Source: an optimization exercise on an open RTL-to-GDS flow (aim: small area and a short achievable clock period). Production flows keep margins and buffers that such runs may drop.
At most, simulation tests tie the RTL to the original design; equivalence was not proved.

==> 05-25: inputs <==
==> flow/design.v <==
module spi_lcd_sequencer #(
  parameter int MEM_BITS   = 10,
  parameter int ADDR_WIDTH = 8,
  parameter int DATA_BITS  = 8
) (
  input  logic                  clk,
  input  logic                  rst_n,
  input  logic                  sclk_pos_edge,
  input  logic                  sclk_neg_edge,
  input  logic                  start,
  input  logic                  wr_en,
  input  logic [ADDR_WIDTH-1:0] wr_addr,
  input  logic [MEM_BITS-1:0]   wr_data,
  output logic                  mosi,
  output logic                  cs,
  output logic                  dc,
  output logic                  busy,
  output logic                  done,
  output logic [ADDR_WIDTH-1:0] pc
);
  localparam int DEPTH = 2 ** ADDR_WIDTH;
  typedef enum logic [2:0] {
    S_IDLE,
    S_FETCH,
    S_DECODE,
    S_SHIFT,
    S_DELAY,
    S_HALT
  } state_t;
  logic [MEM_BITS-1:0]   mem_q [DEPTH];
  logic [MEM_BITS-1:0]   rd_q, rd_d;
  logic [MEM_BITS-1:0]   grp_q [8];
  logic [MEM_BITS-1:0]   grp_d [8];
  logic [15:0]           wlo, whi;
  logic [31:0]           csel_q, csel_d;    
  logic [7:0]            gsel_q, gsel_d;    
  logic                  wr_ok, wr_zero;
  logic [MEM_BITS-1:0]   wd_q;              
  logic [15:0]           wlo_nq, whi_nq;    
  logic                  wv_zero;
  state_t                state_q, state_d;
  logic                  busy_q;
  logic [ADDR_WIDTH-1:0] pc_q, pc_d;
  logic                  running;
  assign running = (state_q == S_FETCH) || (state_q == S_DECODE) ||
                   (state_q == S_SHIFT) || (state_q == S_DELAY);
  assign wr_ok   = wr_en & ~running;
  assign wr_zero = wr_ok & (wr_addr == '0);
  assign wv_zero = ~(wlo_nq[0] | whi_nq[0]);
  always_comb begin
    for (int k = 0; k < 16; k++) begin
      wlo[k] = (wr_addr[3:0] == 4'(k)) & wr_ok;
      whi[k] = (wr_addr[7:4] == 4'(k));
    end
  end
  always_ff @(posedge clk) begin
    wlo_nq <= ~wlo;
    whi_nq <= ~whi;
    wd_q  <= wr_data;
  end
  for (genvar i = 0; i < DEPTH; i++) begin : g_word
    always_ff @(posedge clk) begin
      if (!(whi_nq[i/16] | wlo_nq[i%16])) mem_q[i] <= wd_q;
    end
  end
  always_comb begin
    for (int g = 0; g < 8; g++) begin
      grp_d[g] = '0;
      for (int k = 0; k < 32; k++) begin
        grp_d[g] = grp_d[g] | (mem_q[32*g+k] & {MEM_BITS{csel_q[k]}});
      end
    end
    if (wr_zero)      grp_d[0] = wr_data;
    else if (wv_zero) grp_d[0] = wd_q;
  end
  always_comb begin
    rd_d = '0;
    for (int g = 0; g < 8; g++) begin
      rd_d = rd_d | (grp_q[g] & {MEM_BITS{gsel_q[g]}});
    end
  end
  always_ff @(posedge clk) begin
    for (int g = 0; g < 8; g++) grp_q[g] <= grp_d[g];
    rd_q <= rd_d;
  end
  logic [DATA_BITS-1:0]  shreg_q, shreg_d;
  logic [DATA_BITS-1:0]  dly_q, dly_d;
  logic [3:0]            bcnt_q, bcnt_d;
  logic                  started_q, started_d;
  logic                  mosi_q, mosi_d;
  logic                  cs_q, cs_d;
  logic                  dc_q, dc_d;
  logic                  busy_d;
  logic                  done_q, done_d;
  logic                  pc_zero, pc_step;
  logic                  pos_ev, neg_ev;
  logic [1:0]            opcode;
  logic [DATA_BITS-1:0]  operand;
  assign pos_ev  = sclk_pos_edge;
  assign neg_ev  = sclk_neg_edge & ~sclk_pos_edge;
  assign opcode  = rd_q[MEM_BITS-1 -: 2];
  assign operand = rd_q[DATA_BITS-1:0];
  always_comb begin
    state_d   = state_q;
    shreg_d   = shreg_q;
    dly_d     = dly_q;
    bcnt_d    = bcnt_q;
    started_d = started_q;
    mosi_d    = mosi_q;
    cs_d      = cs_q;
    dc_d      = dc_q;
    pc_zero   = 1'b0;
    pc_step   = 1'b0;
    case (state_q)
      S_IDLE, S_HALT: begin
        if (state_q == S_HALT) cs_d = 1'b1;
        if (start) begin
          state_d = S_FETCH;
          pc_zero = 1'b1;
        end
      end
      S_FETCH: begin
        state_d = S_DECODE;
      end
      S_DECODE: begin
        case (opcode)
          2'b00, 2'b01: begin
            shreg_d   = operand;
            dc_d      = opcode[0];
            bcnt_d    = '0;
            started_d = 1'b0;
            state_d   = S_SHIFT;
          end
          2'b10: begin
            dly_d = operand;
            if (operand == '0) begin
              pc_step = 1'b1;
              state_d = S_FETCH;
            end else begin
              state_d = S_DELAY;
            end
          end
          default: begin
            state_d = S_HALT;
            cs_d    = 1'b1;
          end
        endcase
      end
      S_SHIFT: begin
        if (pos_ev) begin
          if (started_q && (bcnt_q != 4'd8)) begin
            bcnt_d = bcnt_q + 4'd1;
          end
        end else if (neg_ev) begin
          if (!started_q) begin
            started_d = 1'b1;
            cs_d      = 1'b0;
            mosi_d    = shreg_q[DATA_BITS-1];
            shreg_d   = shreg_q << 1;
          end else if (bcnt_q == 4'd8) begin
            cs_d    = 1'b1;
            pc_step = 1'b1;
            state_d = S_FETCH;
          end else begin
            mosi_d  = shreg_q[DATA_BITS-1];
            shreg_d = shreg_q << 1;
          end
        end
      end
      S_DELAY: begin
        if (pos_ev) begin
          dly_d = dly_q - 8'd1;
          if (dly_q == 8'd1) begin
            pc_step = 1'b1;
            state_d = S_FETCH;
          end
        end
      end
      default: begin
        state_d = S_IDLE;
      end
    endcase
  end
  assign busy_d = (state_d == S_FETCH) || (state_d == S_DECODE) ||
                  (state_d == S_SHIFT) || (state_d == S_DELAY);
  assign done_d = (state_d == S_HALT);
  always_comb begin
    pc_d   = pc_q;
    gsel_d = gsel_q;
    csel_d = csel_q;
    if (pc_zero) begin
      pc_d   = '0;
      gsel_d = 8'h01;
      csel_d = 32'h2;
    end else if (pc_step) begin
      pc_d   = pc_q + 8'd1;
      csel_d = {csel_q[30:0], csel_q[31]};
      if (pc_q[4:0] == 5'h1f) gsel_d = {gsel_q[6:0], gsel_q[7]};
    end
    if (state_d == S_IDLE || state_d == S_HALT) csel_d = 32'h1;
  end
  always_ff @(posedge clk or negedge rst_n) begin
    if (!rst_n) begin
      state_q   <= S_IDLE;
      pc_q      <= '0;
      gsel_q    <= 8'h01;
      csel_q    <= 32'h1;
      bcnt_q    <= '0;
      started_q <= 1'b0;
      mosi_q    <= 1'b0;
      cs_q      <= 1'b1;
      dc_q      <= 1'b0;
      busy_q    <= 1'b0;
      done_q    <= 1'b0;
    end else begin
      state_q   <= state_d;
      pc_q      <= pc_d;
      gsel_q    <= gsel_d;
      csel_q    <= csel_d;
      bcnt_q    <= bcnt_d;
      started_q <= started_d;
      mosi_q    <= mosi_d;
      cs_q      <= cs_d;
      dc_q      <= dc_d;
      busy_q    <= busy_d;
      done_q    <= done_d;
    end
  end
  always_ff @(posedge clk) begin
    shreg_q <= shreg_d;
    dly_q   <= dly_d;
  end
  assign mosi = mosi_q;
  assign cs   = cs_q;
  assign dc   = dc_q;
  assign busy = busy_q;
  assign done = done_q;
  assign pc   = pc_q;
endmodule
==> flow/flow/run.sh <==
#!/bin/bash
# Layout flow: the standard synthesis, then the standard ORFS steps with
# three changes to how the layout is made: resizer footprint matching off,
# buf_4 as the port buffer cell (instead of a delay cell), and explicit
# clock-tree settings. Each step's full output goes to its own log file.
set -euo pipefail
cd "$(dirname "$0")/.."
export CTS_ARGS='-sink_clustering_enable -repair_clock_nets -sink_clustering_size 28 -sink_clustering_max_diameter 55 -buf_list "sky130_fd_sc_hd__clkbuf_16" -root_buf sky130_fd_sc_hd__clkbuf_16 -dont_use_dummy_load'
export BUFFER_PORTS_ARGS='-buffer_cell sky130_fd_sc_hd__buf_4'
sed 's|"\${@:-finish}"|MATCH_CELL_FOOTPRINT=0 "${@:-finish}"|' standard.sh > my_standard.sh
bash standard.sh synth > log_synth.txt 2>&1
bash my_standard.sh > log_layout.txt 2>&1
==> flow/standard.sh <==
#!/bin/bash
# synth_recipe.tcl (not shown) runs the flow's synth.tcl, then flattens the netlist and writes it again
# the make line also repeats each setting of config.mk as NAME=value (left out here)
make -C /OpenROAD-flow-scripts/flow DESIGN_CONFIG=/design/flow/config.mk WORK_HOME=/design/flow/orfs CLKGATE_MAP_FILE= SYNTH_SCRIPT=/design/flow/synth_recipe.tcl "${@:-finish}"
==> flow/config.mk <==
export PLATFORM = sky130hd
export DESIGN_NAME = spi_lcd_sequencer
export DESIGN_NICKNAME = spi_lcd_sequencer
export VERILOG_FILES = /design/flow/design.v
export SDC_FILE = /design/flow/constraint.sdc
export NUM_CORES = 4
export LEC_CHECK = 0
export CAP_MARGIN = 20
export CORE_MARGIN = 2
export CORE_UTILIZATION = 58
export PLACE_DENSITY = 0.72
export SETUP_SLACK_MARGIN = 2.1
export SLEW_MARGIN = 20
==> flow/constraint.sdc <==
create_clock -name core_clock -period 4.4 [get_ports {clk}]
set_input_delay 0.8800 -clock core_clock [delete_from_list [all_inputs] [get_ports {clk}]]
set_output_delay 0.8800 -clock core_clock [all_outputs]
set_load 0.01 [all_outputs]
==> 06-27: changes against 05-25 <==
==> flow/design.v (replaced) <==
module spi_lcd_sequencer #(
  parameter int MEM_BITS   = 10,
  parameter int ADDR_WIDTH = 8,
  parameter int DATA_BITS  = 8
) (
  input  logic                  clk,
  input  logic                  rst_n,
  input  logic                  sclk_pos_edge,
  input  logic                  sclk_neg_edge,
  input  logic                  start,
  input  logic                  wr_en,
  input  logic [ADDR_WIDTH-1:0] wr_addr,
  input  logic [MEM_BITS-1:0]   wr_data,
  output logic                  mosi,
  output logic                  cs,
  output logic                  dc,
  output logic                  busy,
  output logic                  done,
  output logic [ADDR_WIDTH-1:0] pc
);
  localparam int DEPTH  = 2 ** ADDR_WIDTH;
  localparam int BCNT_W = $clog2(DATA_BITS + 1);
  localparam logic [ADDR_WIDTH-1:0] PC_ONE    = ADDR_WIDTH'(1);
  localparam logic [BCNT_W-1:0]     BCNT_ONE  = BCNT_W'(1);
  localparam logic [BCNT_W-1:0]     BCNT_FULL = BCNT_W'(DATA_BITS);
  localparam logic [DATA_BITS-1:0]  DLY_ONE   = DATA_BITS'(1);
  localparam logic [1:0] OP_CMD   = 2'b00;
  localparam logic [1:0] OP_DATA  = 2'b01;
  localparam logic [1:0] OP_DELAY = 2'b10;
  typedef enum logic [2:0] {
    S_IDLE,
    S_FETCH,
    S_DECODE,
    S_SHIFT,
    S_DELAY,
    S_HALT
  } state_t;
  logic [MEM_BITS-1:0] mem_q [DEPTH];
  logic [MEM_BITS-1:0] rd_q;
  state_t                state_q, state_d;
  logic [ADDR_WIDTH-1:0] pc_q, pc_d;
  logic [DATA_BITS-1:0]  shreg_q, shreg_d;
  logic [DATA_BITS-1:0]  dly_q, dly_d;
  logic [BCNT_W-1:0]     bcnt_q, bcnt_d;
  logic                  started_q, started_d;
  logic                  mosi_q, mosi_d;
  logic                  cs_q, cs_d;
  logic                  dc_q, dc_d;
  logic                  busy_q, busy_d;
  logic                  done_q, done_d;
  logic                  pos_ev;
  logic                  neg_ev;
  logic [1:0]            opcode;
  logic [DATA_BITS-1:0]  operand;
  assign pos_ev  = sclk_pos_edge;
  assign neg_ev  = sclk_neg_edge & ~sclk_pos_edge;
  assign opcode  = rd_q[MEM_BITS-1 -: 2];
  assign operand = rd_q[DATA_BITS-1:0];
  always_ff @(posedge clk) begin
    if (wr_en && !busy_q) begin
      mem_q[wr_addr] <= wr_data;
    end
    rd_q <= mem_q[pc_q];
  end
  always_comb begin
    state_d   = state_q;
    pc_d      = pc_q;
    shreg_d   = shreg_q;
    dly_d     = dly_q;
    bcnt_d    = bcnt_q;
    started_d = started_q;
    mosi_d    = mosi_q;
    cs_d      = cs_q;
    dc_d      = dc_q;
    busy_d    = busy_q;
    done_d    = done_q;
    unique case (state_q)
      S_IDLE: begin
        if (start) begin
          state_d = S_FETCH;
          pc_d    = '0;
          busy_d  = 1'b1;
          done_d  = 1'b0;
        end
      end
      S_FETCH: begin
        state_d = S_DECODE;
      end
      S_DECODE: begin
        unique case (opcode)
          OP_CMD, OP_DATA: begin
            shreg_d   = operand;
            dc_d      = (opcode == OP_DATA);
            bcnt_d    = '0;
            started_d = 1'b0;
            state_d   = S_SHIFT;
          end
          OP_DELAY: begin
            dly_d = operand;
            if (operand == '0) begin
              pc_d    = pc_q + PC_ONE;
              state_d = S_FETCH;
            end else begin
              state_d = S_DELAY;
            end
          end
          default: begin
            state_d = S_HALT;
            busy_d  = 1'b0;
            done_d  = 1'b1;
            cs_d    = 1'b1;
          end
        endcase
      end
      S_SHIFT: begin
        if (pos_ev) begin
          if (started_q && (bcnt_q != BCNT_FULL)) begin
            bcnt_d = bcnt_q + BCNT_ONE;
          end
        end else if (neg_ev) begin
          if (!started_q) begin
            started_d = 1'b1;
            cs_d      = 1'b0;
            mosi_d    = shreg_q[DATA_BITS-1];
            shreg_d   = shreg_q << 1;
          end else if (bcnt_q == BCNT_FULL) begin
            cs_d    = 1'b1;
            pc_d    = pc_q + PC_ONE;
            state_d = S_FETCH;
          end else begin
            mosi_d  = shreg_q[DATA_BITS-1];
            shreg_d = shreg_q << 1;
          end
        end
      end
      S_DELAY: begin
        if (pos_ev) begin
          dly_d = dly_q - DLY_ONE;
          if (dly_q == DLY_ONE) begin
            pc_d    = pc_q + PC_ONE;
            state_d = S_FETCH;
          end
        end
      end
      S_HALT: begin
        cs_d = 1'b1;
        if (start) begin
          state_d = S_FETCH;
          pc_d    = '0;
          busy_d  = 1'b1;
          done_d  = 1'b0;
        end
      end
      default: begin
        state_d = S_IDLE;
      end
    endcase
  end
  always_ff @(posedge clk or negedge rst_n) begin
    if (!rst_n) begin
      state_q   <= S_IDLE;
      pc_q      <= '0;
      bcnt_q    <= '0;
      started_q <= 1'b0;
      mosi_q    <= 1'b0;
      cs_q      <= 1'b1;
      dc_q      <= 1'b0;
      busy_q    <= 1'b0;
      done_q    <= 1'b0;
    end else begin
      state_q   <= state_d;
      pc_q      <= pc_d;
      bcnt_q    <= bcnt_d;
      started_q <= started_d;
      mosi_q    <= mosi_d;
      cs_q      <= cs_d;
      dc_q      <= dc_d;
      busy_q    <= busy_d;
      done_q    <= done_d;
    end
  end
  always_ff @(posedge clk) begin
    shreg_q <= shreg_d;
    dly_q   <= dly_d;
  end
  assign mosi = mosi_q;
  assign cs   = cs_q;
  assign dc   = dc_q;
  assign busy = busy_q;
  assign done = done_q;
  assign pc   = pc_q;
endmodule
==> flow/run.sh (new file) <==
#!/bin/bash
# synth_recipe.tcl (not shown) runs the flow's synth.tcl, then flattens the netlist and writes it again
# the make line also repeats each setting of config.mk as NAME=value (left out here)
make -C /OpenROAD-flow-scripts/flow DESIGN_CONFIG=/design/flow/config.mk WORK_HOME=/design/flow/orfs CLKGATE_MAP_FILE= SYNTH_SCRIPT=/design/flow/synth_recipe.tcl finish
Settings changed: CORE_UTILIZATION 58 to 40, PLACE_DENSITY 0.72 to not set, SETUP_SLACK_MARGIN 2.1 to not set.
removed: flow/flow/run.sh
removed: flow/standard.sh
==> 03-04: changes against 05-25 <==
--- a/flow/design.v
+++ b/flow/design.v
@@ -31,30 +31,12 @@
   logic [MEM_BITS-1:0]   rd_q, rd_d;
-  logic [MEM_BITS-1:0]   grp_q [8];
-  logic [MEM_BITS-1:0]   grp_d [8];
+  logic [MEM_BITS-1:0]   grp [16];
   logic [15:0]           wlo, whi;
-  logic [31:0]           csel_q, csel_d;    
-  logic [7:0]            gsel_q, gsel_d;    
-  logic                  wr_ok, wr_zero;
-  logic [MEM_BITS-1:0]   wd_q;              
-  logic [15:0]           wlo_nq, whi_nq;    
-  logic                  wv_zero;
-  state_t                state_q, state_d;
+  logic [15:0]           rlo_q, rhi_q, rlo_d, rhi_d;
   logic                  busy_q;
   logic [ADDR_WIDTH-1:0] pc_q, pc_d;
-  logic                  running;
-  assign running = (state_q == S_FETCH) || (state_q == S_DECODE) ||
-                   (state_q == S_SHIFT) || (state_q == S_DELAY);
-  assign wr_ok   = wr_en & ~running;
-  assign wr_zero = wr_ok & (wr_addr == '0);
-  assign wv_zero = ~(wlo_nq[0] | whi_nq[0]);
   always_comb begin
     for (int k = 0; k < 16; k++) begin
-      wlo[k] = (wr_addr[3:0] == 4'(k)) & wr_ok;
+      wlo[k] = (wr_addr[3:0] == 4'(k)) & wr_en & ~busy_q;
       whi[k] = (wr_addr[7:4] == 4'(k));
     end
-  end
-  always_ff @(posedge clk) begin
-    wlo_nq <= ~wlo;
-    whi_nq <= ~whi;
-    wd_q  <= wr_data;
   end
@@ -62,14 +44,4 @@
     always_ff @(posedge clk) begin
-      if (!(whi_nq[i/16] | wlo_nq[i%16])) mem_q[i] <= wd_q;
-    end
-  end
-  always_comb begin
-    for (int g = 0; g < 8; g++) begin
-      grp_d[g] = '0;
-      for (int k = 0; k < 32; k++) begin
-        grp_d[g] = grp_d[g] | (mem_q[32*g+k] & {MEM_BITS{csel_q[k]}});
-      end
-    end
-    if (wr_zero)      grp_d[0] = wr_data;
-    else if (wv_zero) grp_d[0] = wd_q;
+      if (whi[i/16] & wlo[i%16]) mem_q[i] <= wr_data;
+    end
   end
@@ -77,4 +49,8 @@
     rd_d = '0;
-    for (int g = 0; g < 8; g++) begin
-      rd_d = rd_d | (grp_q[g] & {MEM_BITS{gsel_q[g]}});
+    for (int g = 0; g < 16; g++) begin
+      grp[g] = '0;
+      for (int k = 0; k < 16; k++) begin
+        grp[g] = grp[g] | (mem_q[16*g+k] & {MEM_BITS{rlo_q[k]}});
+      end
+      rd_d = rd_d | (grp[g] & {MEM_BITS{rhi_q[g]}});
     end
@@ -82,5 +58,5 @@
   always_ff @(posedge clk) begin
-    for (int g = 0; g < 8; g++) grp_q[g] <= grp_d[g];
     rd_q <= rd_d;
   end
+  state_t                state_q, state_d;
   logic [DATA_BITS-1:0]  shreg_q, shreg_d;
@@ -111,2 +87,4 @@
     dc_d      = dc_q;
+    busy_d    = busy_q;
+    done_d    = done_q;
     pc_zero   = 1'b0;
@@ -119,2 +97,4 @@
           pc_zero = 1'b1;
+          busy_d  = 1'b1;
+          done_d  = 1'b0;
         end
@@ -144,2 +124,4 @@
             state_d = S_HALT;
+            busy_d  = 1'b0;
+            done_d  = 1'b1;
             cs_d    = 1'b1;
@@ -183,19 +165,15 @@
   end
-  assign busy_d = (state_d == S_FETCH) || (state_d == S_DECODE) ||
-                  (state_d == S_SHIFT) || (state_d == S_DELAY);
-  assign done_d = (state_d == S_HALT);
-  always_comb begin
-    pc_d   = pc_q;
-    gsel_d = gsel_q;
-    csel_d = csel_q;
+  always_comb begin
+    pc_d  = pc_q;
+    rlo_d = rlo_q;
+    rhi_d = rhi_q;
     if (pc_zero) begin
-      pc_d   = '0;
-      gsel_d = 8'h01;
-      csel_d = 32'h2;
+      pc_d  = '0;
+      rlo_d = 16'h0001;
+      rhi_d = 16'h0001;
     end else if (pc_step) begin
-      pc_d   = pc_q + 8'd1;
-      csel_d = {csel_q[30:0], csel_q[31]};
-      if (pc_q[4:0] == 5'h1f) gsel_d = {gsel_q[6:0], gsel_q[7]};
-    end
-    if (state_d == S_IDLE || state_d == S_HALT) csel_d = 32'h1;
+      pc_d  = pc_q + 8'd1;
+      rlo_d = {rlo_q[14:0], rlo_q[15]};
+      if (rlo_q[15]) rhi_d = {rhi_q[14:0], rhi_q[15]};
+    end
   end
@@ -205,4 +183,4 @@
       pc_q      <= '0;
-      gsel_q    <= 8'h01;
-      csel_q    <= 32'h1;
+      rlo_q     <= 16'h0001;
+      rhi_q     <= 16'h0001;
       bcnt_q    <= '0;
@@ -217,4 +195,4 @@
       pc_q      <= pc_d;
-      gsel_q    <= gsel_d;
-      csel_q    <= csel_d;
+      rlo_q     <= rlo_d;
+      rhi_q     <= rhi_d;
       bcnt_q    <= bcnt_d;
==> flow/run.sh (new file) <==
#!/bin/bash
# synth_recipe.tcl (not shown) runs the flow's synth.tcl, then flattens the netlist and writes it again
# the make line also repeats each setting of config.mk as NAME=value (left out here)
make -C /OpenROAD-flow-scripts/flow DESIGN_CONFIG=/design/flow/config.mk WORK_HOME=/design/flow/orfs CLKGATE_MAP_FILE= SYNTH_SCRIPT=/design/flow/synth_recipe.tcl finish
Settings changed: CORE_UTILIZATION 58 to 65, PLACE_DENSITY 0.72 to 0.75, SETUP_SLACK_MARGIN 2.1 to 1.5.
removed: flow/flow/run.sh
removed: flow/standard.sh
==> summary of the runs <==
The highest count of clock-buffer cells in the layout belongs to 06-27, the lowest to 05-25.
The highest final area belongs to 06-27, the lowest to 05-25.
Area after synthesis, lowest first: 03-04, 05-25, 06-27.
In 03-04 the hold slack is worse than in 05-25, by 0.042 ns.
The highest synthesized cell count belongs to 05-25, the lowest to 06-27.
Final cell count, lowest first: 05-25, 03-04, 06-27.
For 03-04, only the layout was checked, not whether the RTL still works.

## afterwards: timing with drivers on the ports
The results above use ideal ports. As a check the final layouts listed here were re-extracted and re-timed, cells and wires unchanged. Step 1 assumes that a clkbuf_16 drives the clock port and a buf_2 every other input. Step 2 also shifts input and output timing later by t, the mid clock arrival at the registers, as if the neighbouring blocks saw the same clock. Slacks: ideal / step 1 / step 2; pairs: ideal / step 1.
| run | t (ns) | slack for setup (ns) | clock arrival spread, ns |
|---|---|---|---|
| 05-25 | 0.894 | 1.983 / 1.949 / 1.690 | 0.123 / 0.124 |
| 06-27 | 1.019 | 0.220 / 0.220 / 0.220 | 0.067 / 0.067 |
| 03-04 | 0.988 | 0.938 / 0.938 / 0.403 | 0.077 / 0.077 |
After both steps every run listed still meets setup and hold. For 03-04, which loses most, drivers alone change the setup slack by 0.000 ns; drivers and shift together by -0.535 ns.
